This design comes from an exercise in tuning for small area on the open sky130 flow, not from production work.
In this exercise RTL edits were held to simulation tests only and were not proved equivalent to the original.
Power figures rest on the tool's default switching activity, not on a simulated workload.

`constraint.sdc`:
```
create_clock -name core_clock -period 5.0 [get_ports {clk}]
set_input_delay 1.0000 -clock core_clock [delete_from_list [all_inputs] [get_ports {clk}]]
set_output_delay 1.0000 -clock core_clock [all_outputs]
set_load 0.01 [all_outputs]
```
`design.v`:
```
module regfile_2r2w_sweep #(
  parameter int          DATA_W   = 32,
  parameter int          ADDR_W   = 5,
  parameter logic [31:0] RST_VAL0 = 32'h0000_FFFF,
  parameter logic [31:0] RST_VAL1 = 32'hFFFF_0000,
  parameter bit          ZERO_REG = 1'b0
) (
  input  logic              clk,
  input  logic              Reset,
  input  logic              we_a,
  input  logic [ADDR_W-1:0] waddr_a,
  input  logic [DATA_W-1:0] wdata_a,
  input  logic              we_b,
  input  logic [ADDR_W-1:0] waddr_b,
  input  logic [DATA_W-1:0] wdata_b,
  input  logic              re_a,
  input  logic [ADDR_W-1:0] raddr_a,
  output logic [DATA_W-1:0] rdata_a,
  output logic              rvalid_a,
  input  logic              re_b,
  input  logic [ADDR_W-1:0] raddr_b,
  output logic [DATA_W-1:0] rdata_b,
  output logic              rvalid_b,
  input  logic              clr_req,
  output logic              clr_busy,
  output logic              clr_done
);
  localparam int DEPTH = 2**ADDR_W;
  localparam logic [DATA_W-1:0] INIT0 =
    ZERO_REG ? {DATA_W{1'b0}} : RST_VAL0[DATA_W-1:0];
  localparam logic [DATA_W-1:0] INIT1 = RST_VAL1[DATA_W-1:0];
  logic              r_busy;
  logic              r_done;
  logic [ADDR_W-1:0] r_ptr;
  logic              w_sweep;
  assign w_sweep = r_busy & ~r_done;
  always_ff @(posedge clk or posedge Reset) begin
    if (Reset) begin
      r_busy <= 1'b0;
      r_done <= 1'b0;
      r_ptr  <= '0;
    end else begin
      if (!r_busy) begin
        r_busy <= clr_req;
      end else if (r_done) begin
        r_busy <= 1'b0;
        r_done <= 1'b0;
      end else begin
        r_ptr  <= r_ptr + 1'b1;
        r_done <= &r_ptr;
      end
    end
  end
  logic [DEPTH-1:0] w_sel_a, w_sel_b, w_hold;
  logic [DEPTH-1:0] r_valid;
  logic [DATA_W-1:0] r_nmem [DEPTH];    
  always_comb begin
    for (int i = 0; i < DEPTH; i++) begin
      w_sel_b[i] = we_b & ~r_busy & (waddr_b == i[ADDR_W-1:0]) &
                   ~(ZERO_REG & (i == 0));
      w_sel_a[i] = we_a & ~r_busy & (waddr_a == i[ADDR_W-1:0]) & ~w_sel_b[i] &
                   ~(ZERO_REG & (i == 0));
      w_hold[i]  = ~(w_sel_a[i] | w_sel_b[i]);
    end
  end
  always_ff @(posedge clk or posedge Reset) begin
    if (Reset) begin
      r_valid <= '0;
    end else begin
      for (int i = 0; i < DEPTH; i++) begin
        if (w_sweep && r_ptr == i[ADDR_W-1:0])
          r_valid[i] <= 1'b0;
        else if (!w_hold[i])
          r_valid[i] <= 1'b1;
      end
    end
  end
  logic [DATA_W-1:0] w_nmem_d [DEPTH];
  for (genvar i = 0; i < DEPTH; i++) begin : g_wr
    for (genvar j = 0; j < DATA_W; j++) begin : g_bit
      rf_wbit u_wbit (
        .sa(w_sel_a[i]), .da(wdata_a[j]),
        .sb(w_sel_b[i]), .db(wdata_b[j]),
        .h (w_hold[i]),  .ns(r_nmem[i][j]),
        .nd(w_nmem_d[i][j])
      );
    end
  end
  always_ff @(posedge clk) begin
    for (int i = 0; i < DEPTH; i++)
      r_nmem[i] <= w_nmem_d[i];
  end
  logic [DATA_W-1:0] r_rdata_a, r_rdata_b;
  logic              r_rvalid_a, r_rvalid_b;
  logic [DATA_W-1:0] w_rd_a, w_rd_b;
  logic [DEPTH-1:0]  w_nrs_a, w_nrs_b;
  logic              w_ri0_a, w_ri1_a, w_ri0_b, w_ri1_b;
  always_comb begin
    for (int i = 0; i < DEPTH; i++) begin
      w_nrs_a[i] = ~(re_a & (raddr_a == i[ADDR_W-1:0]) & r_valid[i] &
                     ~(ZERO_REG & (i == 0)));
      w_nrs_b[i] = ~(re_b & (raddr_b == i[ADDR_W-1:0]) & r_valid[i] &
                     ~(ZERO_REG & (i == 0)));
    end
    w_ri0_a = re_a & (raddr_a == 0) & ~r_valid[0];
    w_ri1_a = re_a & (raddr_a == 1) & ~r_valid[1];
    w_ri0_b = re_b & (raddr_b == 0) & ~r_valid[0];
    w_ri1_b = re_b & (raddr_b == 1) & ~r_valid[1];
  end
  for (genvar j = 0; j < DATA_W; j++) begin : g_rd
    logic [DEPTH-1:0] w_col;
    for (genvar i = 0; i < DEPTH; i++) begin : g_col
      assign w_col[i] = r_nmem[i][j];
    end
    rf_rbit #(.N(DEPTH)) u_rbit_a (
      .ns(w_col), .nsel(w_nrs_a), .nre(~re_a), .q(r_rdata_a[j]),
      .init((INIT0[j] & w_ri0_a) | (INIT1[j] & w_ri1_a)),
      .d(w_rd_a[j])
    );
    rf_rbit #(.N(DEPTH)) u_rbit_b (
      .ns(w_col), .nsel(w_nrs_b), .nre(~re_b), .q(r_rdata_b[j]),
      .init((INIT0[j] & w_ri0_b) | (INIT1[j] & w_ri1_b)),
      .d(w_rd_b[j])
    );
  end
  always_ff @(posedge clk or posedge Reset) begin
    if (Reset) begin
      r_rdata_a  <= '0;
      r_rdata_b  <= '0;
      r_rvalid_a <= 1'b0;
      r_rvalid_b <= 1'b0;
    end else begin
      r_rvalid_a <= re_a;
      r_rvalid_b <= re_b;
      r_rdata_a  <= w_rd_a;
      r_rdata_b  <= w_rd_b;
    end
  end
  assign rdata_a  = r_rdata_a;
  assign rdata_b  = r_rdata_b;
  assign rvalid_a = r_rvalid_a;
  assign rvalid_b = r_rvalid_b;
  assign clr_busy = r_busy;
  assign clr_done = r_done;
endmodule
module rf_wbit (
  input  logic sa, da, sb, db, h, ns,
  output logic nd
);
  assign nd = ~((sa & da) | (sb & db) | (h & ~ns));
endmodule
module rf_rbit #(
  parameter int N = 32
) (
  input  logic [N-1:0] ns,
  input  logic [N-1:0] nsel,
  input  logic         nre,
  input  logic         q,
  input  logic         init,
  output logic         d
);
  assign d = (|(~ns & ~nsel)) | (nre & q) | init;
endmodule
```
`config.mk`:
```
export PLATFORM = sky130hd
export DESIGN_NAME = regfile_2r2w_sweep
export DESIGN_NICKNAME = regfile_2r2w_sweep
export VERILOG_FILES = /design/flow/design.v
export SDC_FILE = /design/flow/constraint.sdc
export NUM_CORES = 4
export LEC_CHECK = 0
export CAP_MARGIN = 20
export CORE_MARGIN = 2
export CORE_UTILIZATION = 20
export PLACE_DENSITY = 0.25
export SLEW_MARGIN = 20
export SYNTH_HIERARCHICAL = 1
export SYNTH_MINIMUM_KEEP_SIZE = 0
```
`run.sh`:
```
#!/bin/bash
# synth_recipe.tcl (not shown) runs the flow's synth.tcl, then flattens the netlist and writes it again
# the make line also repeats each setting of config.mk as NAME=value (left out here)
make -C /OpenROAD-flow-scripts/flow DESIGN_CONFIG=/design/flow/config.mk WORK_HOME=/design/flow/orfs CLKGATE_MAP_FILE= SYNTH_SCRIPT=/design/flow/synth_recipe.tcl finish
```
==> results of run 1 <==
## placed cells by master, fill, tap and decap left out, types with 64 or more instances in the layout
| master | synthesis | routed |
|---|---|---|
| a211oi_2 | 64 | 64 |
| a222oi_1 | 1024 | 1024 |
| and4_1 | 64 | 64 |
| buf_12 | 0 | 70 |
| buf_4 | 1 | 234 |
| clkbuf_16 | 0 | 163 |
| clkdlybuf4s50_1 | 0 | 121 |
| dfrtp_1 | 105 | 105 |
| dfxtp_1 | 1024 | 1024 |
| inv_1 | 1033 | 1029 |
| nand4_1 | 74 | 74 |
| nor2_1 | 470 | 420 |
| nor3_1 | 99 | 68 |
| o221ai_1 | 64 | 64 |
| o22a_1 | 64 | 64 |
| o22ai_1 | 832 | 832 |
## flip-flops by register name, indices dropped and copies added (netlist names)
register	cells
r_rdata_b	32
r_ptr	5
r_rvalid_b	1
r_valid	32
r_done	1
r_busy	1
r_nmem	1024
r_rdata_a	32
r_rvalid_a	1
## through the flow
stage / worst slack, ps / area [sq um] / std cells / hold WS [ps]
after floorplan: 951 / 49900 / 5231 / 468
after global placement: 272 / 59300 / 8992 / 478
after detailed placement: 241 / 59400 / 8993 / 484
after CTS: 1130 / 64400 / 9273 / 493
after global routing: 1130 / 64400 / 9275 / 508
final: 933 / 64400 / 9277 / 494
## final timing paths
path / end / slack (ps) / depth (start not counted)
hold reg to reg: r_nmem[17][3] / 490 / 2
hold / removal: r_nmem[17][3] / 490 / 2
min in group asynchronous: r_ptr[4] / 670 / 2
max in group asynchronous: r_rdata_b[6] / 3240 / 3
setup reg to reg: r_nmem[26][8] / 1700 / 5
setup / recovery: r_rdata_a[18] / 930 / 9
## per-layer routing
layer,track usage,vias to the layer above,share of wire
met5,0,-,0
li1,-,23100,-
met4,0.126,0,0.047
met1,0.399,29500,0.44
met3,0.0437,511,0.071
met2,0.462,3079,0.45
## modules after synthesis, one instance, submodules excluded, a selection
module              copies in the design  area, sq um
rf_wbit                             1024         13.8
regfile_2r2w_sweep                     1        25500
## cell type report
cell class | count | share of cell area
tap | 3330 | 0.0647
sequential | 1129 | 0.359
clock buffer | 245 | 0.0735
timing repair buffer | 462 | 0.0707
clock inverter | 35 | 0.00534
antenna | 4 | 0.000155
inverter | 1033 | 0.0602
multi-input combinational | 3039 | 0.367
## worst min-delay path, stage by stage, from the launching register on
cell and delay, ps:
dfxtp_1 320, inv_1 50, a222oi_1 70
## power breakdown
group | total, uW | internal [uW] | switching (uW) | leakage (uW)
registers | 10500 | 9770 | 727 | 0.00981
logic | 2270 | 895 | 1380 | 0.0161
clock network | 11500 | 6730 | 4770 | 0.00251
## cells by family (layout without fill, tap and decap cells)
kind of cell	Yosys count	count (layout)
flops	1129	1129
xor+xnor	3	3
fa+ha+maj	6	6
compound gates	2085	2085
other cells	0	4
buf+inv	1063	1775
simple gates	945	945
==> flow_summary.ini, run 1 <==
[outcome]
status = timing/DRC/antenna clean

[synth]
synth_top_family_by_area = compound AO/OA/AOI/OAI gates
yosysWarningCount = 10
yosysMostFrequentCell = inv_1
synth_fp_nets = 5328
synth-main-ff-cell = dfxtp_1
async_reset_ff_frac = 0.0930
synth-adder-area-share = 0.00150
synth-simple-area-share = 0.0979
yosysSeqAreaShare = 0.464
synth_top_area_cell = dfxtp_1
synth-seq-cells = 1129
netlist_top_cells_area = dfxtp_1 (41%), a222oi_1 (21%), o22ai_1 (10%), inv_1 (7.8%), dfrtp_1 (5.3%)
synthDistinctLibCells = 56
synthMuxAreaShare = 0
synth_edf_count = 0
synth_xor_area_frac = 0.000527
synth_compound_area_frac = 0.356
synth_top_area_share = 0.411
syn_area_sq_mm = 0.0499
ys_top_cells_by_count = inv_1 (1033), a222oi_1 (1024), dfxtp_1 (1024), o22ai_1 (832), nor2_1 (470)
netlist_instances = 5231
syn_avg_cell_area_sq_um = 9.54

[timing]
max_freq_mhz = 246
rsz0062_at_grt = false
worstMarginPinSlew_ps = 1290
slew_violations = 0
finalSetupViolations = 0
min_period_ps = 4070
relSlewSlack = 0.137
finalCritPeriodShare = 0.813
fin_skew_ps = 36.7
fin_setup_tns_ps = 0
hold_violations = 0

[clock_network]
root_buffer = clkbuf_16
path_clk_slew_ps = 50
cts_buffer_depth = 3
clock_sinks = 1129
numCtsBuffers = 158
cts_setup_buffers = 0
postCtsHoldBufs = 0
cts_tree = done
clock_latency_ps = 830
cts_resized = 0
cts-htree-levels = 4

[grt]
grt_pass1_wl_um = 510000
grt_max_degree = 63
grt_antenna_before_repair = 23
grt.overflow.total = 0
track_usage = 0.294
grt_pass1_vias = 54900

[routing]
dr.pass1.iters = 14
first_iter_violations = 10800
vias = 56300
drc_errors = 0
wl_per_cell_um = 41.6
routed_wl_um = 386000
via_per_inst = 6.06
ant_nets = 0

[placement]
place_congestion = 0.929
port_buffers = 158
dp_hpwl_um = 234000

[pwr]
power_leakage_uw = 0.0284
ir_drop_uv = 335
fin_total_pwr_uw = 24300
powerDensity_mw_per_mm2 = 377

[setup_path]
critical_path_arrival_ps = 4590
path_common_cell = nor2b_1
worst-path-max-fanout = 32
end_kind = flop
required_ps = 5520
r2r_start = r_busy
cp_slowest_stage_delay_ps = 750
crit_chain = clkdlybuf4s50_1 -> nor2b_1 -> nor2b_1 -> nand3_2 -> buf_4 -> o22ai_1 -> a211oi_2 -> and4_1 -> nand4_1
crit_slowest_cell = clkdlybuf4s50_1
cp_top_family = simple AND/OR/NAND/NOR gates
worstSetupStartpoint = raddr_a[2]
critPathBufInv = 2
cp-start-kind = input pin
critPathKind = in2reg

[floorplan]
dieArea_sq_mm = 0.253
row_count = 183
design.core.area_sq_mm = 0.248
ios = 159
initial_core_util = 0.201
die_w_um = 503
die_h_um = 503

[layout]
utilization = 0.259
multi_input_area_sq_mm = 0.0236
finalNetCount = 5920
regArea_sq_mm = 0.0231
area_delta_synth_final_pct = 29.2
drive_gt1_frac = 0.138
fill_cells = 26400

[min_path]
min_from = r_nmem[17][3]
min_path_type = reg2reg

[run]
max_cap_viol_count = 0
==> inputs of run 2 (changes only) <==
--- a/design.v
+++ b/design.v
@@ -160,4 +160,28 @@
   output logic         d
 );
-  assign d = (|(~ns & ~nsel)) | (nre & q) | init;
+  logic [N/2-1:0] p;
+  for (genvar k = 0; k < N/2; k++) begin : g_pair
+    rf_rpair u_pair (
+      .ns0(ns[2*k]), .nsel0(nsel[2*k]), .ns1(ns[2*k+1]), .nsel1(nsel[2*k+1]),
+      .y(p[k])
+    );
+  end
+  rf_rtree #(.N(N/2)) u_tree (.p(p), .nre(nre), .q(q), .init(init), .d(d));
 endmodule
+module rf_rpair (
+  input  logic ns0, nsel0, ns1, nsel1,
+  output logic y
+);
+  assign y = (~ns0 & ~nsel0) | (~ns1 & ~nsel1);
+endmodule
+module rf_rtree #(
+  parameter int N = 16
+) (
+  input  logic [N-1:0] p,
+  input  logic         nre,
+  input  logic         q,
+  input  logic         init,
+  output logic         d
+);
+  assign d = (|p) | (nre & q) | init;
+endmodule
==> flow/run.sh (new file) <==
#!/bin/bash
# Standard ORFS layout with a few tool arguments changed:
#  - port buffers are the smallest buffer (repair_design upsizes where needed)
#  - CTS without dummy loads, small clock buffers
#  - power recovery (downsizing of gates with slack) after global routing
set -euo pipefail
export BUFFER_PORTS_ARGS="-buffer_cell sky130_fd_sc_hd__buf_1"
export CTS_ARGS="-sink_clustering_enable -repair_clock_nets -dont_use_dummy_load -sink_clustering_size 20 -sink_clustering_max_diameter 50 -buf_list {sky130_fd_sc_hd__clkbuf_8}"
export RECOVER_POWER=100
bash standard.sh > standard.log 2>&1
==> standard.sh (new file) <==
#!/bin/bash
# synth_recipe.tcl (not shown) runs the flow's synth.tcl, then flattens the netlist and writes it again
# the make line also repeats each setting of config.mk as NAME=value (left out here)
make -C /OpenROAD-flow-scripts/flow DESIGN_CONFIG=/design/flow/config.mk WORK_HOME=/design/flow/orfs CLKGATE_MAP_FILE= SYNTH_SCRIPT=/design/flow/synth_recipe.tcl "${@:-finish}"
--- a/config.mk
+++ b/config.mk
@@ -6,9 +6,10 @@
 export NUM_CORES = 4
 export LEC_CHECK = 0
-export CAP_MARGIN = 20
+export CAP_MARGIN = 10
 export CORE_MARGIN = 2
-export CORE_UTILIZATION = 20
-export PLACE_DENSITY = 0.25
-export SLEW_MARGIN = 20
+export CORE_UTILIZATION = 28
+export GPL_TIMING_DRIVEN = 1
+export PLACE_DENSITY = 0.35
+export SLEW_MARGIN = 10
 export SYNTH_HIERARCHICAL = 1
 export SYNTH_MINIMUM_KEEP_SIZE = 0
removed: run.sh
==> run 2 against run 1 <==
  * The layout now fails its checks (capacitance limit, slew limit)
  * Clock skew rose by 29 ps
  * Synthesized area fell by 1.8%
  * Combinational power fell by 11%
  * Clock power shrank 42%
  * Core utilization is 7.1 points higher
  * Cell count shrank 15%
  * Synthesized cell count shrank 4.9%
  * Sequential power about the same
  * Largest power group is now registers
  * Highest routed layer is now met5
==> flow_summary.ini, run 2 <==
[outcome]
status = failed layout checks
failed_checks = capacitance limit, slew limit

[layout]
multi_input_area_sq_mm = 0.0223
area_delta_synth_final_pct = 17.3
regMostFlops = r_nmem
regArea_sq_mm = 0.0231
largest_reg_flops = 1024
fill_cells = 18200
final_common_cell = inv_1
finalNetCount = 5645
final_cell_mix = inv_1 (1029), o22ai_1 (1024), a222oi_1 (1024), dfxtp_1 (1024), buf_4 (223)
drive_gt1_frac = 0.122

[floorplan]
initial_core_util = 0.282
ios = 159
die_h_um = 422
die_w_um = 422
dieArea_sq_mm = 0.178
design.core.area_sq_mm = 0.174
row_count = 153

[clock_network]
clock_latency_ps = 940
clock_sinks = 1129
cts_setup_buffers = 0
cts-htree-levels = 4
cts_resized = 0
path_clk_slew_ps = 70
cts_tree = done
cts_buffer_depth = 3
postCtsHoldBufs = 0
root_buffer = clkbuf_8
numCtsBuffers = 167

[routing]
first_iter_violations = 11400
drc_errors = 0
dr.pass1.iters = 15
ant_nets = 0
vias = 54700
wl_per_cell_um = 40.1
routed_wl_um = 316000
via_per_inst = 6.94

[grt]
grt_max_degree = 54
grt_pass1_wl_um = 433000
grt_pass1_vias = 51600
grt_antenna_before_repair = 25
grt.overflow.total = 0
track_usage = 0.340

[synth]
synthDistinctLibCells = 53
synth_edf_count = 0
synth-seq-cells = 1129
yosysWarningCount = 10
synth_fp_nets = 5072
ys_top_cells_by_count = inv_1 (1033), a222oi_1 (1024), dfxtp_1 (1024), o22ai_1 (1024), nor4_1 (128)
yosysMostFrequentCell = inv_1
syn_avg_cell_area_sq_um = 9.85
synth_top_area_share = 0.418
netlist_top_cells_area = dfxtp_1 (42%), a222oi_1 (21%), o22ai_1 (13%), inv_1 (7.9%), dfrtp_1 (5.4%)
yosysSeqAreaShare = 0.472
synth-main-ff-cell = dfxtp_1
syn_area_sq_mm = 0.0490
async_reset_ff_frac = 0.0930
netlist_instances = 4975
synth_top_area_cell = dfxtp_1

[timing]
relSlewSlack = -0.755
fin_skew_ps = 66.0
postLayoutSetupSlackWorst_ps = 392
finalSetupViolations = 0
finalCritPeriodShare = 0.922
fin_setup_tns_ps = 0
min_period_ps = 4610
slew_violations = 357
worstMarginPinSlew_ps = 2620
rsz0062_at_grt = false
max_freq_mhz = 217
hold_violations = 0

[setup_path]
crit_chain = buf_1 -> nor2b_1 -> buf_4 -> nand3_1 -> clkbuf_1 -> o22ai_1 -> or4_1 -> a2111oi_0 -> nand4_1
cp_slowest_stage_delay_ps = 1320
worstSetupStartpoint = raddr_b[0]
critPathBufInv = 3
cp_top_family = simple AND/OR/NAND/NOR gates
end_kind = flop
critical_path_arrival_ps = 5330
cp-start-kind = input pin
required_ps = 5720
critPathKind = in2reg
crit_slowest_cell = a2111oi_0
r2r_start = r_valid[13]
worst-path-max-fanout = 18

[pwr]
power_leakage_uw = 0.0267
ir_drop_uv = 265
powerDensity_mw_per_mm2 = 334

[run]
max_cap_viol_count = 24

[placement]
dp_hpwl_um = 197000
port_buffers = 158
post-place-ws_ps = 485
place_congestion = 0.918

[min_path]
min_from = re_b
min_path_type = in2reg
[run 2: path summary, 6_finish.rpt]
check / to / slack (ps) / cells past startpoint
setup / recovery: r_rdata_b[27] / 390 / 9
hold / removal: r_rvalid_b / 280 / 1
setup reg to reg: r_rdata_b[27] / 610 / 6
hold reg to reg: r_nmem[21][20] / 490 / 2
max in group asynchronous: r_rdata_b[2] / 1710 / 3
min in group asynchronous: r_rdata_b[28] / 520 / 2
[run 2: per-layer routing]
| metal | track usage | part of all wire |
|---|---|---|
| met1 | 0.457 | 0.42 |
| met2 | 0.533 | 0.44 |
| met3 | 0.0754 | 0.10 |
| met4 | 0.119 | 0.037 |
| met5 | 0 | 0.00013 |
[run 2: per-stage QoR]
step / std cells / instance area, sq um / hold slack, ps / power, uW / util
floorplan: 4975 / 49000 / 467 / 11600 / -
global placement: 7704 / 55900 / 478 / 12600 / 0.321
detailed placement: 7704 / 55900 / 483 / 12600 / 0.321
CTS: 7871 / 58200 / 54.2 / 19300 / 0.335
global route: 7878 / 57500 / 237 / 19900 / 0.331
finish: 7884 / 57500 / 284 / 19200 / 0.331
[run 2: power by group]
part	switching (uW)	internal, uW	total [uW]	leakage, uW
clock network	3760	2940	6690	0.00120
registers	697	9770	10500	0.00981
logic	1230	797	2030	0.0156
[run 2: kinds of logic (layout without fill, tap and decap cells)]
logic type	count (synthesis)	after routing	share of synthesized area
flops	1129	1129	0.472
other cells	0	13	0
fa+ha+maj	6	6	0.00153
compound gates	2149	2149	0.367
buf+inv	1063	1634	0.0823
xor+xnor	3	3	0.000536
simple gates	625	625	0.0768
[run 2: layout make-up]
cell class,count,share of cell area
Sequential cell,1129,0.402
Multi-Input combinational cell,2783,0.387
Inverter,1033,0.0675
Timing Repair Buffer,434,0.0515
Tap cell,2325,0.0506
Clock buffer,167,0.0400
Antenna cell,13,0.000566
[run 2: modules after synthesis, one instance, submodules excluded, excerpt]
module              flops+latches  cells inside  times used  cell area, sq um
regfile_2r2w_sweep           1129          1519           1             25500
rf_rpair                        0             1        1024              6.26
rf_wbit                         0             2        1024              13.8
==> inputs of run 3 (changes only) <==
--- a/design.v
+++ b/design.v
@@ -52,5 +52,5 @@
     end
   end
-  logic [DEPTH-1:0] w_sel_a, w_sel_b, w_hold;
+  logic [DEPTH-1:0] w_sel_a, w_sel_b, w_nhold;
   logic [DEPTH-1:0] r_valid;
   logic [DATA_W-1:0] r_nmem [DEPTH];    
@@ -61,5 +61,5 @@
       w_sel_a[i] = we_a & ~r_busy & (waddr_a == i[ADDR_W-1:0]) & ~w_sel_b[i] &
                    ~(ZERO_REG & (i == 0));
-      w_hold[i]  = ~(w_sel_a[i] | w_sel_b[i]);
+      w_nhold[i] = w_sel_a[i] | w_sel_b[i];
     end
   end
@@ -71,5 +71,5 @@
         if (w_sweep && r_ptr == i[ADDR_W-1:0])
           r_valid[i] <= 1'b0;
-        else if (!w_hold[i])
+        else if (w_nhold[i])
           r_valid[i] <= 1'b1;
       end
@@ -82,5 +82,5 @@
         .sa(w_sel_a[i]), .da(wdata_a[j]),
         .sb(w_sel_b[i]), .db(wdata_b[j]),
-        .h (w_hold[i]),  .ns(r_nmem[i][j]),
+        .nh(w_nhold[i]), .ns(r_nmem[i][j]),
         .nd(w_nmem_d[i][j])
       );
@@ -145,8 +145,8 @@
 endmodule
 module rf_wbit (
-  input  logic sa, da, sb, db, h, ns,
+  input  logic sa, da, sb, db, nh, ns,
   output logic nd
 );
-  assign nd = ~((sa & da) | (sb & db) | (h & ~ns));
+  assign nd = ~((sa & da) | (sb & db) | ~(nh | ns));
 endmodule
 module rf_rbit #(
==> flow/run.sh (replaced) <==
#!/bin/bash
# Standard ORFS layout (the standard.sh) with these changes:
#  - after floorplan, combinational cells are set to their smallest size
#    (flow/downsize.tcl); placement and CTS repairs size them up as needed
#  - port buffers are the smallest buffer (repair_design upsizes where needed)
#  - CTS without dummy loads, clusters of up to 20 sinks, clkbuf_8
set -euo pipefail
here=$(pwd)
export POST_FLOORPLAN_TCL=$here/flow/downsize.tcl
export BUFFER_PORTS_ARGS="-buffer_cell sky130_fd_sc_hd__buf_1"
export CTS_ARGS="-sink_clustering_enable -repair_clock_nets -dont_use_dummy_load -sink_clustering_size 20 -sink_clustering_max_diameter 50 -buf_list {sky130_fd_sc_hd__clkbuf_8}"
bash standard.sh "$@" > standard.log 2>&1
==> flow/downsize.tcl (new file) <==
# Sets every combinational cell to the smallest cell of its family (same
# function, fewer drive strengths). Synthesis sizes cells for speed; the
# repairs later in the flow upsize or buffer where load or timing need it.
set db [ord::get_db]
set block [ord::get_db_block]
set dont_use [expr {[info exists ::env(DONT_USE_CELLS)] ? $::env(DONT_USE_CELLS) : {}}]
proc is_dont_use {name dont_use} {
  foreach p $dont_use { if {[string match $p $name]} { return 1 } }
  return 0
}
array set best {}
array set best_area {}
foreach lib [$db getLibs] {
  foreach m [$lib getMasters] {
    set name [$m getName]
    if {![regexp {^(sky130_fd_sc_hd__[a-z0-9]+)_([0-9]+)$} $name -> base drive]} continue
    if {[$m getType] ne "CORE"} continue
    if {[is_dont_use $name $dont_use]} continue
    set a [expr {double([$m getWidth]) * [$m getHeight]}]
    if {![info exists best($base)] || $a < $best_area($base)} {
      set best($base) $m
      set best_area($base) $a
    }
  }
}
set n 0
set saved 0.0
foreach inst [$block getInsts] {
  set m [$inst getMaster]
  if {[$m getType] ne "CORE"} continue
  if {[$m isSequential]} continue
  set name [$m getName]
  if {![regexp {^(sky130_fd_sc_hd__[a-z0-9]+)_([0-9]+)$} $name -> base drive]} continue
  if {[string match "*__conb*" $name]} continue
  if {![info exists best($base)]} continue
  set b $best($base)
  if {$b eq $m} continue
  set a [expr {double([$m getWidth]) * [$m getHeight]}]
  if {$best_area($base) >= $a} continue
  if {[$inst swapMaster $b]} {
    incr n
    set saved [expr {$saved + ($a - $best_area($base)) / 1e6}]
  }
}
puts "downsize: $n cells set to their family's smallest size, [format %.1f $saved] um2 less"
--- a/config.mk
+++ b/config.mk
@@ -6,10 +6,10 @@
 export NUM_CORES = 4
 export LEC_CHECK = 0
-export CAP_MARGIN = 10
+export CAP_MARGIN = 20
 export CORE_MARGIN = 2
-export CORE_UTILIZATION = 28
+export CORE_UTILIZATION = 25
 export GPL_TIMING_DRIVEN = 1
-export PLACE_DENSITY = 0.35
-export SLEW_MARGIN = 10
+export PLACE_DENSITY = 0.32
+export SLEW_MARGIN = 20
 export SYNTH_HIERARCHICAL = 1
 export SYNTH_MINIMUM_KEEP_SIZE = 0
==> run 3 against run 2 <==
  * The run now finishes clean
  * Largest cell class is now multi-input combinational cells
  * Sequential share of layout area shrank 0.13 points
  * Synthesized area grew 10%
  * Critical endpoint is now r_rdata_a[27]
  * Clock skew grew 20 ps
  * Final area grew 0.31%
  * Die area grew 23%
  * Clock power grew 3.1%
  * Sequential power grew about 10%
==> flow_summary.ini, run 3 <==
[outcome]
status = timing/DRC/antenna clean

[timing]
worstMarginPinSlew_ps = 1340
slew_violations = 0
hold_violations = 0
finalSetupViolations = 0
rsz0062_at_grt = false
fin_skew_ps = 86.1
relSlewSlack = 0.102
finalCritPeriodShare = 0.728
min_period_ps = 3640
max_freq_mhz = 275

[pwr]
power_leakage_uw = 0.0213
fin_total_pwr_uw = 21400
ir_drop_uv = 290
powerDensity_mw_per_mm2 = 371

[clock_network]
cts_tree = done
clock_sinks = 1129
cts-htree-levels = 4
postCtsHoldBufs = 0
root_buffer = clkbuf_8
cts_buffer_depth = 3
numCtsBuffers = 173
path_clk_slew_ps = 70
cts_setup_buffers = 0
clock_latency_ps = 990
cts_resized = 0

[layout]
largest_reg_flops = 1024
regArea_sq_mm = 0.0231
final_common_cell = nor2_1
final_area_sq_mm = 0.0577
final_cell_count_no_fill = 8433
final_cell_mix = nor2_1 (1041), o22ai_1 (1024), a221oi_1 (1024), dfxtp_1 (1024), buf_4 (303)
fill_cells = 22700
multi_input_area_sq_mm = 0.0252
utilization = 0.269
finalNetCount = 5689
drive_gt1_frac = 0.138
regMostFlops = r_nmem
area_delta_synth_final_pct = 6.83

[grt]
grt_pass1_wl_um = 444000
grt.overflow.total = 0
grt_antenna_before_repair = 17
grt_max_degree = 57
track_usage = 0.284
grt_pass1_vias = 52800

[floorplan]
ios = 159
dieArea_sq_mm = 0.220
die_h_um = 469
row_count = 170
die_w_um = 469
initial_core_util = 0.251
design.core.area_sq_mm = 0.215

[setup_path]
cp_top_family = simple AND/OR/NAND/NOR gates
worst_r2r_path_depth = 7
worst-path-max-fanout = 25
critical_path_arrival_ps = 4420
r2r_start = r_busy
required_ps = 5780
critPathBufInv = 4
ff2ff_setup_slack_ps = 1800
cp-start-kind = input pin
timing.rr.end = r_nmem[12][26]
cp_slowest_stage_delay_ps = 1040
endpoint = r_rdata_a[27]
crit_slowest_cell = a2111oi_1
crit_cells = 11
critPathKind = in2reg
worstSetupStartpoint = raddr_a[3]
crit_chain = buf_1 -> nor2b_1 -> nor2b_1 -> buf_4 -> nand4_1 -> buf_12 -> buf_4 -> o22ai_1 -> or4_1 -> a2111oi_1 -> nand4_1
end_kind = flop

[synth]
synth_top_area_cell = dfxtp_1
syn_area_sq_mm = 0.0540
netlist_top_cells_area = dfxtp_1 (38%), a221oi_2 (28%), o22ai_1 (12%), nor2_1 (7.5%), dfrtp_1 (4.9%)
synth-main-ff-cell = dfxtp_1
async_reset_ff_frac = 0.0930
syn_avg_cell_area_sq_um = 10.9
yosysSeqAreaShare = 0.429
ys_top_cells_by_count = nor2_1 (1078), o22ai_1 (1049), a221oi_2 (1024), dfxtp_1 (1024), nor4_1 (129)
synthDistinctLibCells = 46
synth-seq-cells = 1129
synth_top_area_share = 0.380
yosysWarningCount = 10
netlist_instances = 4967
yosysMostFrequentCell = nor2_1
synth_fp_nets = 5064
synth_edf_count = 0

[routing]
vias = 54600
ant_nets = 0
via_per_inst = 6.48
first_iter_violations = 6372
routed_wl_um = 324000
drc_errors = 0
dr.pass1.iters = 8
wl_per_cell_um = 38.4

[placement]
place_congestion = 0.859
dp.cells = 8255
dp_hpwl_um = 204000
port_buffers = 158
placed_area_sq_mm = 0.0552

[min_path]
min_path_type = in2async

[run]
max_cap_viol_count = 0
-- run 3: cell count changes in the layout (fill, tap and decap cells not counted), sizes merged, moves of 9 or more --
| cell | previous run | this run |
|---|---|---|
| inv | 1032 | 10 |
| a222oi | 1024 | 0 |
| clkbuf | 266 | 236 |
| o32a | 30 | 12 |
| a221oi | 0 | 1024 |
| nor2 | 97 | 1078 |
| o22ai | 1025 | 1050 |
| o22a | 0 | 9 |
| buf | 335 | 421 |
-- run 3: worst register-to-register path: cells and delay by family, from the launching register on --
kind,cells,cell delay (ps)
and+or+nand+nor,4,1570
buffers and inverters,2,800
DFF,1,480
AOI/OAI and AO/OA,1,240
-- run 3: per-module statistics from Yosys (local to each module, per instance), a selection --
module	cells inside	flops+latches
rf_rpair	1	0
regfile_2r2w_sweep	1511	1129
rf_wbit	2	0
-- run 3: through the flow --
step,TNS [ps],setup slack [ps],hold WS (ps)
after floorplan,-1080900,-1520,486
after global placement,0,73.5,498
after detailed placement,0,430,500
after CTS,0,1490,141
after global routing,0,1430,212
final,0,1360,227
-- run 3: final cells by class --
cell class	count	area share
tap	2838	0.0616
clock buffer	173	0.0413
sequential	1129	0.401
multi-input combinational	3794	0.437
timing repair buffer	484	0.0581
inverter	10	0.000694
antenna	5	0.000217
-- run 3: cells by family after synthesis --
kind of cell	Yosys count	synth area share
compound gates	2176	0.431
buf+inv	44	0.00338
xor+xnor	3	0.000487
simple gates	1609	0.136
fa+ha+maj	6	0.00139
flops	1129	0.429
-- run 3: how the worst min path moves through the flow --
stage / startpoint / endpoint / slack, ps / cells past startpoint
floorplan: r_valid[31] / r_valid[31] / 490 / 1
global placement: r_nmem[28][11] / r_nmem[28][11] / 500 / 2
detailed placement: r_nmem[2][7] / r_nmem[2][7] / 500 / 2
CTS: re_b / r_rvalid_b / 140 / 1
global route: re_b / r_rvalid_b / 210 / 1
finish: Reset / r_rdata_a[21] / 230 / 2
-- run 3: per-layer routing --
layer  part of all wire  GRT usage
met1               0.44      0.388
met2               0.44      0.443
met3              0.080     0.0583
met4              0.034     0.0965
met5            0.00021          0
-- run 3: report_power, final --
group	switching [uW]	total (uW)	internal [uW]
Sequential	1280	11600	10300
Clock	3860	6900	3030
Combinational	1730	2930	1190
==> inputs of run 4 (changes only) <==
==> flow/run.sh (replaced) <==
#!/bin/bash
# Standard ORFS layout (the standard.sh) with these changes:
#  - after floorplan, combinational cells are set to their smallest size
#    (flow/downsize.tcl); placement and CTS repairs size them up as needed
#  - the register array is pre-placed as a regular grid before global
#    placement (flow/array_place.tcl) and released again after it
#    (flow/unfix_array.tcl), so detailed placement legalises it
#  - port buffers are the smallest buffer (repair_design upsizes where needed)
#  - CTS without dummy loads, clusters of up to 16 sinks within 40 um, clkbuf_8
set -euo pipefail
here=$(pwd)
export ARRAY_COL_SITES=30
export ARRAY_LEFT_UM=40
export ARRAY_GAP_SITES=2
export POST_FLOORPLAN_TCL=$here/flow/downsize.tcl
export PRE_GLOBAL_PLACE_SKIP_IO_TCL=$here/flow/array_place.tcl
export POST_GLOBAL_PLACE_TCL=$here/flow/unfix_array.tcl
export BUFFER_PORTS_ARGS="-buffer_cell sky130_fd_sc_hd__buf_1"
export CTS_ARGS="-sink_clustering_enable -repair_clock_nets -dont_use_dummy_load -sink_clustering_size 16 -sink_clustering_max_diameter 40 -buf_list {sky130_fd_sc_hd__clkbuf_8}"
bash standard.sh "$@" > standard.log 2>&1
==> flow/array_place.tcl (new file) <==
# Places the register array as a regular grid before global placement:
# one column per data bit, two placement rows per entry (flip-flop row and
# logic row), the read-port cells of each column in the middle of it. The cells are
# marked FIRM so that global placement arranges the rest around them;
# unfix_array.tcl releases them again before detailed placement.
set block [ord::get_db_block]
set site_w 460
set row_h 2720
set cp_sites [expr {[info exists ::env(ARRAY_COL_SITES)] ? $::env(ARRAY_COL_SITES) : 22}]
set cp [expr {$cp_sites * $site_w}]
set nbits 32
set nent 32
set tree_rows 6
# free sites left between neighbouring cells of the array, for pin access
set gap [expr {([info exists ::env(ARRAY_GAP_SITES)] ? $::env(ARRAY_GAP_SITES) : 0) * $site_w}]

proc esc {s} { return [string map {[ \\[ ] \\]} $s] }

# rows sorted by y
set rows [lsort -command {apply {{a b} {expr {[lindex [$a getOrigin] 1] - [lindex [$b getOrigin] 1]}}}} [$block getRows]]
set core [$block getCoreArea]
set cx0 [$core xMin]; set cx1 [$core xMax]
set nrows [llength $rows]
set arr_rows [expr {2 * $nent + $tree_rows}]
set arr_w [expr {$nbits * $cp}]
# array placed at the right of a strip for the decoders, centred vertically
set left_strip [expr {[info exists ::env(ARRAY_LEFT_UM)] ? int($::env(ARRAY_LEFT_UM) * 1000) : 40000}]
set ax0 [expr {$cx0 + $left_strip}]
set ax0 [expr {$cx0 + (($ax0 - $cx0) / $site_w) * $site_w}]
if {$ax0 + $arr_w > $cx1} { error "array does not fit: [expr {$ax0 + $arr_w}] > $cx1" }
set r0 [expr {($nrows - $arr_rows) / 2}]
if {$r0 < 0} { error "array does not fit vertically" }

proc place_at {inst row x} {
  set o [lindex [$row getOrigin] 1]
  $inst setOrient [$row getOrient]
  $inst setLocation $x $o
  $inst setPlacementStatus FIRM
}
proc driver_of {net} {
  foreach it [$net getITerms] { if {[$it isOutputSignal]} { return [$it getInst] } }
  return ""
}
proc width_of {inst} { return [[$inst getMaster] getWidth] }

set placed 0
for {set j 0} {$j < $nbits} {incr j} {
  set x [expr {$ax0 + $j * $cp}]
  for {set i 0} {$i < $nent} {incr i} {
    # entries 0..15 below the read cells, 16..31 above them
    set er [expr {$i < $nent / 2 ? 2 * $i : 2 * $i + $tree_rows}]
    set frow [lindex $rows [expr {$r0 + $er}]]
    set lrow [lindex $rows [expr {$r0 + $er + 1}]]
    set ff [$block findInst [esc "r_nmem\[$i\]\[$j\]\$_DFF_P_"]]
    if {$ff eq "NULL" || $ff eq ""} { error "no flop $i $j" }
    place_at $ff $frow [expr {$x + $gap}]; incr placed
    set wn [$block findNet [esc "g_wr\[$i\].g_bit\[$j\].u_wbit.nd"]]
    set lx [expr {$x + $gap}]
    set a222 [driver_of $wn]
    if {$a222 ne ""} { place_at $a222 $lrow $lx; set lx [expr {$lx + [width_of $a222] + $gap}]; incr placed }
    # inverter or NOR on the flop output (the hold term of the write cell)
    set qn [[$ff findITerm Q] getNet]
    foreach it [$qn getITerms] {
      set li [$it getInst]
      set mn [[$li getMaster] getName]
      if {[$li getPlacementStatus] ne "FIRM" &&
          ([string match "*__inv_*" $mn] || [string match "*__clkinv_*" $mn] || [string match "*__nor2_*" $mn])} {
        place_at $li $lrow $lx; set lx [expr {$lx + [width_of $li] + $gap}]; incr placed
      }
    }
    # read pair cell: port a pairs in even entries' rows, port b in odd ones
    set k [expr {$i / 2}]
    set port [expr {$i % 2 ? "b" : "a"}]
    set pn [$block findNet [esc "g_rd\[$j\].u_rbit_$port.g_pair\[$k\].u_pair.y"]]
    if {$pn ne "NULL" && $pn ne ""} {
      set pc [driver_of $pn]
      if {$pc ne ""} { place_at $pc $lrow $lx; set lx [expr {$lx + [width_of $pc] + $gap}]; incr placed }
    }
  }
  # read tree cells and read data flops below the column
  set slot 0
  foreach port {a b} {
    set rf [$block findInst [esc "r_rdata_$port\[$j\]\$_DFF_PP0_"]]
    if {$rf eq "NULL" || $rf eq ""} { error "no rdata flop $port $j" }
    set cells [list $rf]
    set front [list $rf]
    set seen [dict create [$rf getName] 1]
    while {[llength $front]} {
      set nf {}
      foreach c $front {
        foreach it [$c getITerms] {
          if {![$it isInputSignal]} continue
          set n [$it getNet]
          if {$n eq "NULL" || $n eq ""} continue
          set d [driver_of $n]
          if {$d eq ""} continue
          if {[dict exists $seen [$d getName]]} continue
          if {[$d getPlacementStatus] eq "FIRM"} continue
          if {[[$d getMaster] isSequential]} continue
          # only cells private to this tree: single-load output nets
          set loads 0
          foreach lt [$n getITerms] { if {[$lt isInputSignal]} { incr loads } }
          if {$loads != 1} continue
          dict set seen [$d getName] 1
          lappend cells $d
          lappend nf $d
        }
      }
      set front $nf
    }
    set rrow [expr {$nent + ($port eq "a" ? 0 : $tree_rows / 2)}]
    set lx $x
    foreach c $cells {
      set w [width_of $c]
      if {$lx + $w > $x + $cp} { incr rrow; set lx $x }
      place_at $c [lindex $rows [expr {$r0 + $rrow}]] $lx
      set lx [expr {$lx + $w + $gap}]
      incr placed
    }
  }
}
puts "array_place: placed $placed cells, array at x [expr {$ax0/1000.0}] um, rows $r0..[expr {$r0 + $arr_rows - 1}]"
==> flow/unfix_array.tcl (new file) <==
# Releases the cells array_place.tcl fixed, so detailed placement can legalise them.
set n 0
foreach inst [[ord::get_db_block] getInsts] {
  if {[$inst getPlacementStatus] eq "FIRM"} { $inst setPlacementStatus PLACED; incr n }
}
puts "unfix_array: released $n cells"
--- a/config.mk
+++ b/config.mk
@@ -7,8 +7,9 @@
 export LEC_CHECK = 0
 export CAP_MARGIN = 20
-export CORE_MARGIN = 2
-export CORE_UTILIZATION = 25
+export CORE_AREA = 5 5.44 495 264.96
+export DIE_AREA = 0 0 500 270
+export GPL_ROUTABILITY_DRIVEN = 0
 export GPL_TIMING_DRIVEN = 1
-export PLACE_DENSITY = 0.32
+export PLACE_DENSITY = 0.6
 export SLEW_MARGIN = 20
 export SYNTH_HIERARCHICAL = 1
==> run 4 against run 3 <==
  * Still clean
  * Clock skew down 1.2 ps
  * Synthesized cell count unchanged
  * Fmax down 8.9%
  * Synthesized area unchanged
  * Non-clock buffer count down 121
  * Largest power group unchanged
  * Global-route usage up 3.2 points
  * Power down 12%
  * Via count down 3.6%
  * Cell count down 16%
  * Core utilization up 16 points
  * Clock-buffer cell count down 82
  * Critical endpoint is now r_rdata_a[9]
  * Combinational power down 4%
==> flow_summary.ini, run 4 <==
[grt]
grt_pass1_vias = 44200
grt_antenna_before_repair = 16
grt.overflow.total = 0
grt_max_degree = 106
grt_pass1_wl_um = 321000
track_usage = 0.316

[setup_path]
critPathKind = in2reg
path_common_cell = nor2b_1
crit_chain = buf_1 -> nor2b_1 -> nor2b_1 -> nand3_2 -> o22ai_1 -> or4_1 -> a2111oi_0 -> nand4_1
cp_slowest_stage_delay_ps = 920
worst-path-max-fanout = 32
critical_path_arrival_ps = 4820
end_kind = flop
critPathBufInv = 1
cp-start-kind = input pin
required_ps = 5820
crit_slowest_cell = o22ai_1
cp_top_family = simple AND/OR/NAND/NOR gates

[synth]
synth_top_area_share = 0.380
yosysMostFrequentCell = nor2_1
netlist_instances = 4967
netlist_top_cells_area = dfxtp_1 (38%), a221oi_2 (28%), o22ai_1 (12%), nor2_1 (7.5%), dfrtp_1 (4.9%)
synth-main-ff-cell = dfxtp_1
ys_top_cells_by_count = nor2_1 (1078), o22ai_1 (1049), a221oi_2 (1024), dfxtp_1 (1024), nor4_1 (129)
synth_top_area_cell = dfxtp_1
synth_fp_nets = 5064
yosysSeqAreaShare = 0.429
syn_area_sq_mm = 0.0540
yosysWarningCount = 10
synthDistinctLibCells = 46
async_reset_ff_frac = 0.0930
syn_avg_cell_area_sq_um = 10.9
synth_edf_count = 0
synth-seq-cells = 1129

[floorplan]
ios = 159
dieArea_sq_mm = 0.135
die_h_um = 270
die_w_um = 500
design.core.area_sq_mm = 0.127
initial_core_util = 0.426
row_count = 95

[routing]
drc_errors = 0
vias = 52700
routed_wl_um = 229000
wl_per_cell_um = 32.3
dr.pass1.iters = 15
ant_nets = 0
via_per_inst = 7.42
first_iter_violations = 11800

[placement]
dp_hpwl_um = 183000
port_buffers = 158
post-place-ws_ps = 921
placed_area_sq_mm = 0.0523

[layout]
final_common_cell = nor2_1
regMostFlops = r_nmem
area_delta_synth_final_pct = 0.0324
fill_cells = 11900
drive_gt1_frac = 0.0852
finalNetCount = 5486
final_cell_mix = nor2_1 (1045), o22ai_1 (1024), a221oi_1 (1024), dfxtp_1 (1024), buf_4 (186)
utilization = 0.426
multi_input_area_sq_mm = 0.0249
final_area_sq_mm = 0.0540
regArea_sq_mm = 0.0231
largest_reg_flops = 1024

[min_path]
min_path_type = in2async

[timing]
finalSetupViolations = 0
whs_ps = 179
hold_violations = 0
slew_violations = 0
finalCritPeriodShare = 0.799
relSlewSlack = 0.149
worstMarginPinSlew_ps = 1280
postLayoutSetupSlackWorst_ps = 1000
rsz0062_at_grt = false
max_freq_mhz = 250
fin_skew_ps = 84.8
min_period_ps = 4000

[pwr]
ir_drop_uv = 235
power_leakage_uw = 0.0200
powerDensity_mw_per_mm2 = 348
fin_total_pwr_uw = 18800

[clock_network]
cts_resized = 0
root_buffer = clkbuf_8
path_clk_slew_ps = 110
postCtsHoldBufs = 0
cts-htree-levels = 3
clock_sinks = 1129
clock_latency_ps = 880
cts_setup_buffers = 0
cts_buffer_depth = 3
numCtsBuffers = 91
cts_tree = done

[outcome]
status = timing/DRC/antenna clean

[run]
max_cap_viol_count = 0
-- run 4: cell types whose count changed in the layout (fill, tap and decap cells not counted), moves of 35 or more --
cell and change:
buf_4 -117, nor4_2 -35, clkbuf_2 -63, clkbuf_8 -82, nor4_1 +39, buf_1 +64
-- run 4: layer usage --
metal | up-vias | global-route usage | wire length, um
li1 | 22200 | - | -
met4 | 10 | 0.265 | 25700
met5 | - | 0.00563 | 156
met3 | 1294 | 0.0974 | 35200
met1 | 23700 | 0.431 | 85800
met2 | 5453 | 0.401 | 82400
-- run 4: Yosys stat by module, one instance, submodules excluded, excerpt --
module	cell area, sq um	flops+latches	cells	times used
rf_wbit	18.8	0	2	1024
rf_rpair	6.26	0	1	1024
regfile_2r2w_sweep	25400	1129	1511	1
-- run 4: logic make-up after synthesis --
| kind of cell | synth area share |
|---|---|
| AOI/OAI and AO/OA | 0.431 |
| buffers and inverters | 0.00338 |
| xor gates and xnor gates | 0.000487 |
| and+or+nand+nor | 0.136 |
| DFF | 0.429 |
| adders and majority gates | 0.00139 |
-- run 4: layout make-up --
| class | instances | area share |
|---|---|---|
| sequential | 1129 | 0.428 |
| antenna | 13 | 0.000603 |
| clock buffer | 91 | 0.0232 |
| timing repair buffer | 363 | 0.0464 |
| tap | 1697 | 0.0393 |
| multi-input combinational | 3794 | 0.461 |
| inverter | 10 | 0.000742 |
-- run 4: worst reg2reg max path: stages (launching register included) --
cell	delay [ps]
dfrtp_1	650
or3b_2	1010
or3_1	620
nor2_4	880
a221oi_1	260
-- run 4: worst paths after layout --
kind / slack [ps] / end / start / cells past startpoint
max: 1000 / r_rdata_a[9] / raddr_a[3] / 8
min: 180 / r_rdata_a[31] / Reset / 3
max reg2reg: 1400 / r_nmem[18][31] / r_busy / 4
min reg2reg: 520 / r_nmem[27][0] / r_nmem[27][0] / 2
max in group asynchronous: 4090 / r_rdata_a[0] / Reset / 3
min in group core_clock: 350 / r_busy / clr_req / 3
-- run 4: per-stage QoR --
step | instances | setup TNS [ps]
2_1_floorplan | 4967 | -1080900
3_5_place_dp | 6977 | 0
4_1_cts | 7068 | 0
3_3_place_gp | 6975 | 0
5_1_grt | 7092 | 0
6_report | 7097 | 0
-- run 4: where the power goes --
group          switching [uW]  internal (uW)
Combinational            1630           1170
Clock                    3060           1630
Sequential               1030          10300
==> inputs of run 5 (changes only) <==
--- a/flow/run.sh
+++ b/flow/run.sh
@@ -10,5 +10,5 @@
 set -euo pipefail
 here=$(pwd)
-export ARRAY_COL_SITES=30
+export ARRAY_COL_SITES=32
 export ARRAY_LEFT_UM=40
 export ARRAY_GAP_SITES=2
--- a/config.mk
+++ b/config.mk
@@ -7,6 +7,6 @@
 export LEC_CHECK = 0
 export CAP_MARGIN = 20
-export CORE_AREA = 5 5.44 495 264.96
-export DIE_AREA = 0 0 500 270
+export CORE_AREA = 5 5.44 525 264.96
+export DIE_AREA = 0 0 530 270
 export GPL_ROUTABILITY_DRIVEN = 0
 export GPL_TIMING_DRIVEN = 1
==> run 5 against run 4 <==
  * Clock power increased by 9.8%
  * Global-route usage shrank 2.1 points
  * Largest cell class unchanged
  * Still clean on timing, DRC and antenna
  * Critical path depth decreased by 1
  * Clock skew fell by 32 ps
  * Synthesized area did not move
==> flow_summary.ini, run 5 <==
[outcome]
status = timing/DRC/antenna clean

[synth]
synth-simple-area-share = 0.136
syn_area_sq_mm = 0.0540
netlist_instances = 4967
yosysMostFrequentCell = nor2_1
synth_edf_count = 0
yosysWarningCount = 10
synth_top_family_by_area = compound AO/OA/AOI/OAI gates
async_reset_ff_frac = 0.0930
netlist_top_cells_area = dfxtp_1 (38%), a221oi_2 (28%), o22ai_1 (12%), nor2_1 (7.5%), dfrtp_1 (4.9%)
synthMuxAreaShare = 0
synth-seq-cells = 1129
synthDistinctLibCells = 46
synth-adder-area-share = 0.00139
synth_compound_area_frac = 0.431
synth_top_area_cell = dfxtp_1
synth-main-ff-cell = dfxtp_1
synth_top_area_share = 0.380
ys_top_cells_by_count = nor2_1 (1078), o22ai_1 (1049), a221oi_2 (1024), dfxtp_1 (1024), nor4_1 (129)
synth_fp_nets = 5064
synth_xor_area_frac = 0.000487
syn_avg_cell_area_sq_um = 10.9
yosysSeqAreaShare = 0.429

[timing]
slew_violations = 0
hold_violations = 0
finalCritPeriodShare = 0.708
postLayoutSetupSlackWorst_ps = 1460
max_freq_mhz = 283
worstMarginPinSlew_ps = 1270
finalSetupViolations = 0
rsz0062_at_grt = false
relSlewSlack = 0.154
min_period_ps = 3540
fin_skew_ps = 53.2

[routing]
via_per_inst = 7.10
wl_met3_um = 33900
drc_errors = 0
first_iter_violations = 10300
wirelength_met1_um = 86900
vias = 51200
dr_wl_met2_um = 85400
topRoutingLayerUsed = met4
wl_per_cell_um = 31.5
dr.pass1.iters = 13
ant_nets = 0
routed_wl_um = 227000

[run]
max_cap_viol_count = 0

[layout]
largest_reg_flops = 1024
finalNetCount = 5509
drive_gt1_frac = 0.0887
final_cell_mix = nor2_1 (1045), o22ai_1 (1024), a221oi_1 (1024), dfxtp_1 (1024), buf_4 (185)
final_cell_count_no_fill = 7207
final_common_cell = nor2_1
area_delta_synth_final_pct = 0.777
regMostFlops = r_nmem

[min_path]
min_path_type = in2async

[floorplan]
initial_core_util = 0.402
ios = 159
design.core.area_sq_mm = 0.134
die_w_um = 530
row_count = 95
dieArea_sq_mm = 0.143
die_h_um = 270

[clock_network]
cts_resized = 0
numCtsBuffers = 115
cts_setup_buffers = 0
cts_buffer_depth = 3
cts-htree-levels = 3
clock_latency_ps = 890
root_buffer = clkbuf_8
cts_tree = done
path_clk_slew_ps = 80
postCtsHoldBufs = 0
clock_sinks = 1129

[setup_path]
worstSetupStartpoint = raddr_b[0]
critical_path_arrival_ps = 4330
worst-path-max-fanout = 32
required_ps = 5800
r2r_start = r_busy
cp-start-kind = input pin
critPathKind = in2reg
end_kind = flop

[grt]
track_usage = 0.295
grt_pass1_wl_um = 314000
grt.overflow.total = 0
grt_pass1_vias = 42100
grt_antenna_before_repair = 3
grt_max_degree = 55

[pwr]
powerDensity_mw_per_mm2 = 354
ir_drop_uv = 212
power_leakage_uw = 0.0202

[placement]
dp.cells = 7073
dp_hpwl_um = 183000
port_buffers = 158
post-place-ws_ps = 824
## run 5: cell counts after synthesis
No cell type changed its count.
## run 5: cell families after synthesis
group / after synthesis
AND/OR/NAND/NOR: 1609
buffers and inverters: 44
XOR/XNOR: 3
adder cells (fa/ha/maj): 6
AO/OA/AOI/OAI: 2176
flip-flops: 1129
## run 5: area by class of cell
cell class	count	area, sq um
Multi-Input combinational cell	3794	24900
Clock buffer	115	1580
Inverter	10	40.0
Sequential cell	1129	23100
Fill cell	13600	79900
Tap cell	1794	2240
Timing Repair Buffer	362	2490
Antenna cell	3	7.51
## run 5: layer usage
metal / up-vias / GRT usage
li1: 22200 / -
met1: 23000 / 0.406
met2: 4996 / 0.393
met3: 1014 / 0.0819
met4: 0 / 0.208
met5: - / 0.00267
## run 5: per-stage QoR
step                cell area [sq um]  total power (uW)  hold slack, ps  utilization  TNS [ps]
floorplan                       54100             13500             486            -  -1080900
global placement                52300             14000             514        0.389         0
detailed placement              52400             14000             501        0.390         0
CTS                             53900             19000             275        0.402         0
global route                    54400             20000             319        0.405         0
finish                          54400             19200             269        0.405         0
## run 5: worst paths after layout
path | end | slack, ps | cells past startpoint
min in group core_clock | r_busy | 420 | 3
hold reg to reg | r_nmem[22][28] | 520 | 2
max in group asynchronous | r_rdata_b[7] | 3630 | 3
hold / removal | r_rdata_b[30] | 270 | 2
setup / recovery | r_rdata_b[10] | 1460 | 7
setup reg to reg | r_nmem[18][31] | 1580 | 4
## run 5: per-module statistics from Yosys, one instance, submodules excluded, excerpt
| module | cells inside | flops+latches | area [sq um] |
|---|---|---|---|
| regfile_2r2w_sweep | 1511 | 1129 | 25400 |
| rf_wbit | 2 | 0 | 18.8 |
| rf_rpair | 1 | 0 | 6.26 |
## run 5: power breakdown
| group | switching, uW | total (uW) | leakage [uW] | internal, uW |
|---|---|---|---|---|
| logic | 1640 | 2810 | 0.00950 | 1170 |
| clock network | 3120 | 5150 | 0.000827 | 2030 |
| registers | 988 | 11300 | 0.00984 | 10300 |
## run 5: critical path, cell delays in order
cell and delay (ps):
buf_1 130, nor2b_1 870, buf_4 320, nand3_2 750, o22ai_1 950, nor4_1 140, nand4_1 140
==> inputs of run 6 (changes only) <==
--- a/design.v
+++ b/design.v
@@ -52,5 +52,5 @@
     end
   end
-  logic [DEPTH-1:0] w_sel_a, w_sel_b, w_nhold;
+  logic [DEPTH-1:0] w_sel_a, w_sel_b, w_hold;
   logic [DEPTH-1:0] r_valid;
   logic [DATA_W-1:0] r_nmem [DEPTH];    
@@ -61,5 +61,5 @@
       w_sel_a[i] = we_a & ~r_busy & (waddr_a == i[ADDR_W-1:0]) & ~w_sel_b[i] &
                    ~(ZERO_REG & (i == 0));
-      w_nhold[i] = w_sel_a[i] | w_sel_b[i];
+      w_hold[i]  = ~(w_sel_a[i] | w_sel_b[i]);
     end
   end
@@ -71,5 +71,5 @@
         if (w_sweep && r_ptr == i[ADDR_W-1:0])
           r_valid[i] <= 1'b0;
-        else if (w_nhold[i])
+        else if (!w_hold[i])
           r_valid[i] <= 1'b1;
       end
@@ -82,5 +82,5 @@
         .sa(w_sel_a[i]), .da(wdata_a[j]),
         .sb(w_sel_b[i]), .db(wdata_b[j]),
-        .nh(w_nhold[i]), .ns(r_nmem[i][j]),
+        .h (w_hold[i]),  .ns(r_nmem[i][j]),
         .nd(w_nmem_d[i][j])
       );
@@ -145,8 +145,8 @@
 endmodule
 module rf_wbit (
-  input  logic sa, da, sb, db, nh, ns,
+  input  logic sa, da, sb, db, h, ns,
   output logic nd
 );
-  assign nd = ~((sa & da) | (sb & db) | ~(nh | ns));
+  assign nd = ~((sa & da) | (sb & db) | (h & ~ns));
 endmodule
 module rf_rbit #(
==> flow/run.sh (replaced) <==
#!/bin/bash
# Standard ORFS layout (the standard.sh) with these changes:
#  - the register array is pre-placed as a regular grid before global
#    placement (flow/array_place.tcl) and released again after it
#    (flow/unfix_array.tcl), so detailed placement legalises it
#  - port buffers are the smallest buffer (repair_design upsizes where needed)
#  - CTS without dummy loads, clusters of up to 20 sinks, clkbuf_8
#  - power recovery (downsizing of gates with slack) after global routing
set -euo pipefail
here=$(pwd)
export ARRAY_COL_SITES=26
export ARRAY_LEFT_UM=40
export PRE_GLOBAL_PLACE_SKIP_IO_TCL=$here/flow/array_place.tcl
export POST_GLOBAL_PLACE_TCL=$here/flow/unfix_array.tcl
export BUFFER_PORTS_ARGS="-buffer_cell sky130_fd_sc_hd__buf_1"
export CTS_ARGS="-sink_clustering_enable -repair_clock_nets -dont_use_dummy_load -sink_clustering_size 20 -sink_clustering_max_diameter 50 -buf_list {sky130_fd_sc_hd__clkbuf_8}"
export RECOVER_POWER=100
bash standard.sh > standard.log 2>&1
--- a/flow/array_place.tcl
+++ b/flow/array_place.tcl
@@ -1,5 +1,5 @@
 # Places the register array as a regular grid before global placement:
 # one column per data bit, two placement rows per entry (flip-flop row and
-# logic row), the read-port cells of each column in the middle of it. The cells are
+# logic row), the read-port cells of each column below it. The cells are
 # marked FIRM so that global placement arranges the rest around them;
 # unfix_array.tcl releases them again before detailed placement.
@@ -12,6 +12,4 @@
 set nent 32
 set tree_rows 6
-# free sites left between neighbouring cells of the array, for pin access
-set gap [expr {([info exists ::env(ARRAY_GAP_SITES)] ? $::env(ARRAY_GAP_SITES) : 0) * $site_w}]
 
 proc esc {s} { return [string map {[ \\[ ] \\]} $s] }
@@ -48,23 +46,19 @@
   set x [expr {$ax0 + $j * $cp}]
   for {set i 0} {$i < $nent} {incr i} {
-    # entries 0..15 below the read cells, 16..31 above them
-    set er [expr {$i < $nent / 2 ? 2 * $i : 2 * $i + $tree_rows}]
-    set frow [lindex $rows [expr {$r0 + $er}]]
-    set lrow [lindex $rows [expr {$r0 + $er + 1}]]
+    set frow [lindex $rows [expr {$r0 + $tree_rows + 2 * $i}]]
+    set lrow [lindex $rows [expr {$r0 + $tree_rows + 2 * $i + 1}]]
     set ff [$block findInst [esc "r_nmem\[$i\]\[$j\]\$_DFF_P_"]]
     if {$ff eq "NULL" || $ff eq ""} { error "no flop $i $j" }
-    place_at $ff $frow [expr {$x + $gap}]; incr placed
+    place_at $ff $frow $x; incr placed
     set wn [$block findNet [esc "g_wr\[$i\].g_bit\[$j\].u_wbit.nd"]]
-    set lx [expr {$x + $gap}]
+    set lx $x
     set a222 [driver_of $wn]
-    if {$a222 ne ""} { place_at $a222 $lrow $lx; set lx [expr {$lx + [width_of $a222] + $gap}]; incr placed }
-    # inverter or NOR on the flop output (the hold term of the write cell)
+    if {$a222 ne ""} { place_at $a222 $lrow $lx; set lx [expr {$lx + [width_of $a222]}]; incr placed }
+    # inverter(s) on the flop output
     set qn [[$ff findITerm Q] getNet]
     foreach it [$qn getITerms] {
       set li [$it getInst]
-      set mn [[$li getMaster] getName]
-      if {[$li getPlacementStatus] ne "FIRM" &&
-          ([string match "*__inv_*" $mn] || [string match "*__clkinv_*" $mn] || [string match "*__nor2_*" $mn])} {
-        place_at $li $lrow $lx; set lx [expr {$lx + [width_of $li] + $gap}]; incr placed
+      if {[string match "*__inv_*" [[$li getMaster] getName]] || [string match "*__clkinv_*" [[$li getMaster] getName]]} {
+        place_at $li $lrow $lx; set lx [expr {$lx + [width_of $li]}]; incr placed
       }
     }
@@ -75,5 +69,5 @@
     if {$pn ne "NULL" && $pn ne ""} {
       set pc [driver_of $pn]
-      if {$pc ne ""} { place_at $pc $lrow $lx; set lx [expr {$lx + [width_of $pc] + $gap}]; incr placed }
+      if {$pc ne ""} { place_at $pc $lrow $lx; set lx [expr {$lx + [width_of $pc]}]; incr placed }
     }
   }
@@ -109,5 +103,5 @@
       set front $nf
     }
-    set rrow [expr {$nent + ($port eq "a" ? 0 : $tree_rows / 2)}]
+    set rrow [expr {$port eq "a" ? 0 : 3}]
     set lx $x
     foreach c $cells {
@@ -115,5 +109,5 @@
       if {$lx + $w > $x + $cp} { incr rrow; set lx $x }
       place_at $c [lindex $rows [expr {$r0 + $rrow}]] $lx
-      set lx [expr {$lx + $w + $gap}]
+      set lx [expr {$lx + $w}]
       incr placed
     }
==> config.mk (replaced) <==
export PLATFORM = sky130hd
export DESIGN_NAME = regfile_2r2w_sweep
export DESIGN_NICKNAME = regfile_2r2w_sweep
export VERILOG_FILES = /design/flow/design.v
export SDC_FILE = /design/flow/constraint.sdc
export NUM_CORES = 4
export LEC_CHECK = 0
export CAP_MARGIN = 10
export CORE_AREA = 5 5.44 445 264.96
export DIE_AREA = 0 0 450 270
export GPL_TIMING_DRIVEN = 1
export PLACE_DENSITY = 0.55
export SLEW_MARGIN = 10
export SYNTH_HIERARCHICAL = 1
export SYNTH_MINIMUM_KEEP_SIZE = 0
removed: flow/downsize.tcl
==> run 6 against run 5 <==
  * The flow now stops in global placement (3_3_place_gp)
  * Synthesized area is 9.2% lower
  * Synthesized cell count is 0.16% higher
==> flow_summary.ini, run 6 <==
[synth]
synthMuxAreaShare = 0
synth_top_family_by_area = compound AO/OA/AOI/OAI gates
synth_top_area_cell = dfxtp_1
synth_top_area_share = 0.418
synthDistinctLibCells = 53
async_reset_ff_frac = 0.0930
synth-seq-cells = 1129
syn_avg_cell_area_sq_um = 9.85
synth-main-ff-cell = dfxtp_1
synth_fp_nets = 5072
synth_compound_area_frac = 0.367
netlist_instances = 4975
synth_edf_count = 0
syn_area_sq_mm = 0.0490
yosysSeqAreaShare = 0.472
yosysMostFrequentCell = inv_1
synth_xor_area_frac = 0.000536
yosysWarningCount = 10
synth-adder-area-share = 0.00153
synth-simple-area-share = 0.0768
ys_top_cells_by_count = inv_1 (1033), a222oi_1 (1024), dfxtp_1 (1024), o22ai_1 (1024), nor4_1 (128)
netlist_top_cells_area = dfxtp_1 (42%), a222oi_1 (21%), o22ai_1 (13%), inv_1 (7.9%), dfrtp_1 (5.4%)

[outcome]
failing_step = global placement (3_3_place_gp)
status = did not finish
first-error = [ERROR GPL-0305] RePlAce diverged during gradient descent calculation, resulting in an invalid step length (Inf or NaN). This is often caused by numerical instability ...

[floorplan]
initial_core_util = 0.431
die_w_um = 450
ios = 159
die_h_um = 270
row_count = 95

[placement]
port_buffers = 158
[run 6: logic make-up after synthesis]
family | count (synthesis)
AO/OA/AOI/OAI | 2149
flip-flops | 1129
adder cells (fa/ha/maj) | 6
buffers and inverters | 1063
AND/OR/NAND/NOR | 625
XOR/XNOR | 3
[run 6: per-module statistics from Yosys (local to each module, per instance), excerpt]
module              cells inside  flops+latches  area [sq um]
regfile_2r2w_sweep          1519           1129         25500
rf_rpair                       1              0          6.26
rf_wbit                        2              0          13.8

## static timing again, ports no longer ideal
In the flow no input, the clock included, has a driving cell. The finished layouts below were timed again as built, in two steps.
Step 1: set_driving_cell puts a clkbuf_16 on clk and a buf_2 on each other input, an assumption about the parent block.
Step 2 also shifts input and output timing later by t, the mid clock arrival at the registers, as if the neighbouring blocks saw the same clock.
a / b / c = ideal ports / drivers / drivers and shift; a / b = the first two.
run	t (ns)	setup slack, ns	hold slack, ns	worst slew at a driven data input, ns
run 1	0.909	0.933 / 1.001 / 0.091	0.494 / 0.494 / 0.494	0.06
run 2	1.000	0.392 / 0.433 / -0.566	0.284 / 0.222 / 0.492	0.19
run 3	1.030	1.358 / 1.419 / 0.390	0.227 / 0.167 / 0.515	0.17
run 4	0.918	1.003 / 1.008 / 0.090	0.179 / 0.129 / 0.519	0.19
run 5	0.918	1.462 / 1.479 / 0.561	0.269 / 0.225 / 0.518	0.11
For run 3, which loses most, drivers alone change the setup slack by +0.061 ns; drivers and shift together by -0.968 ns.
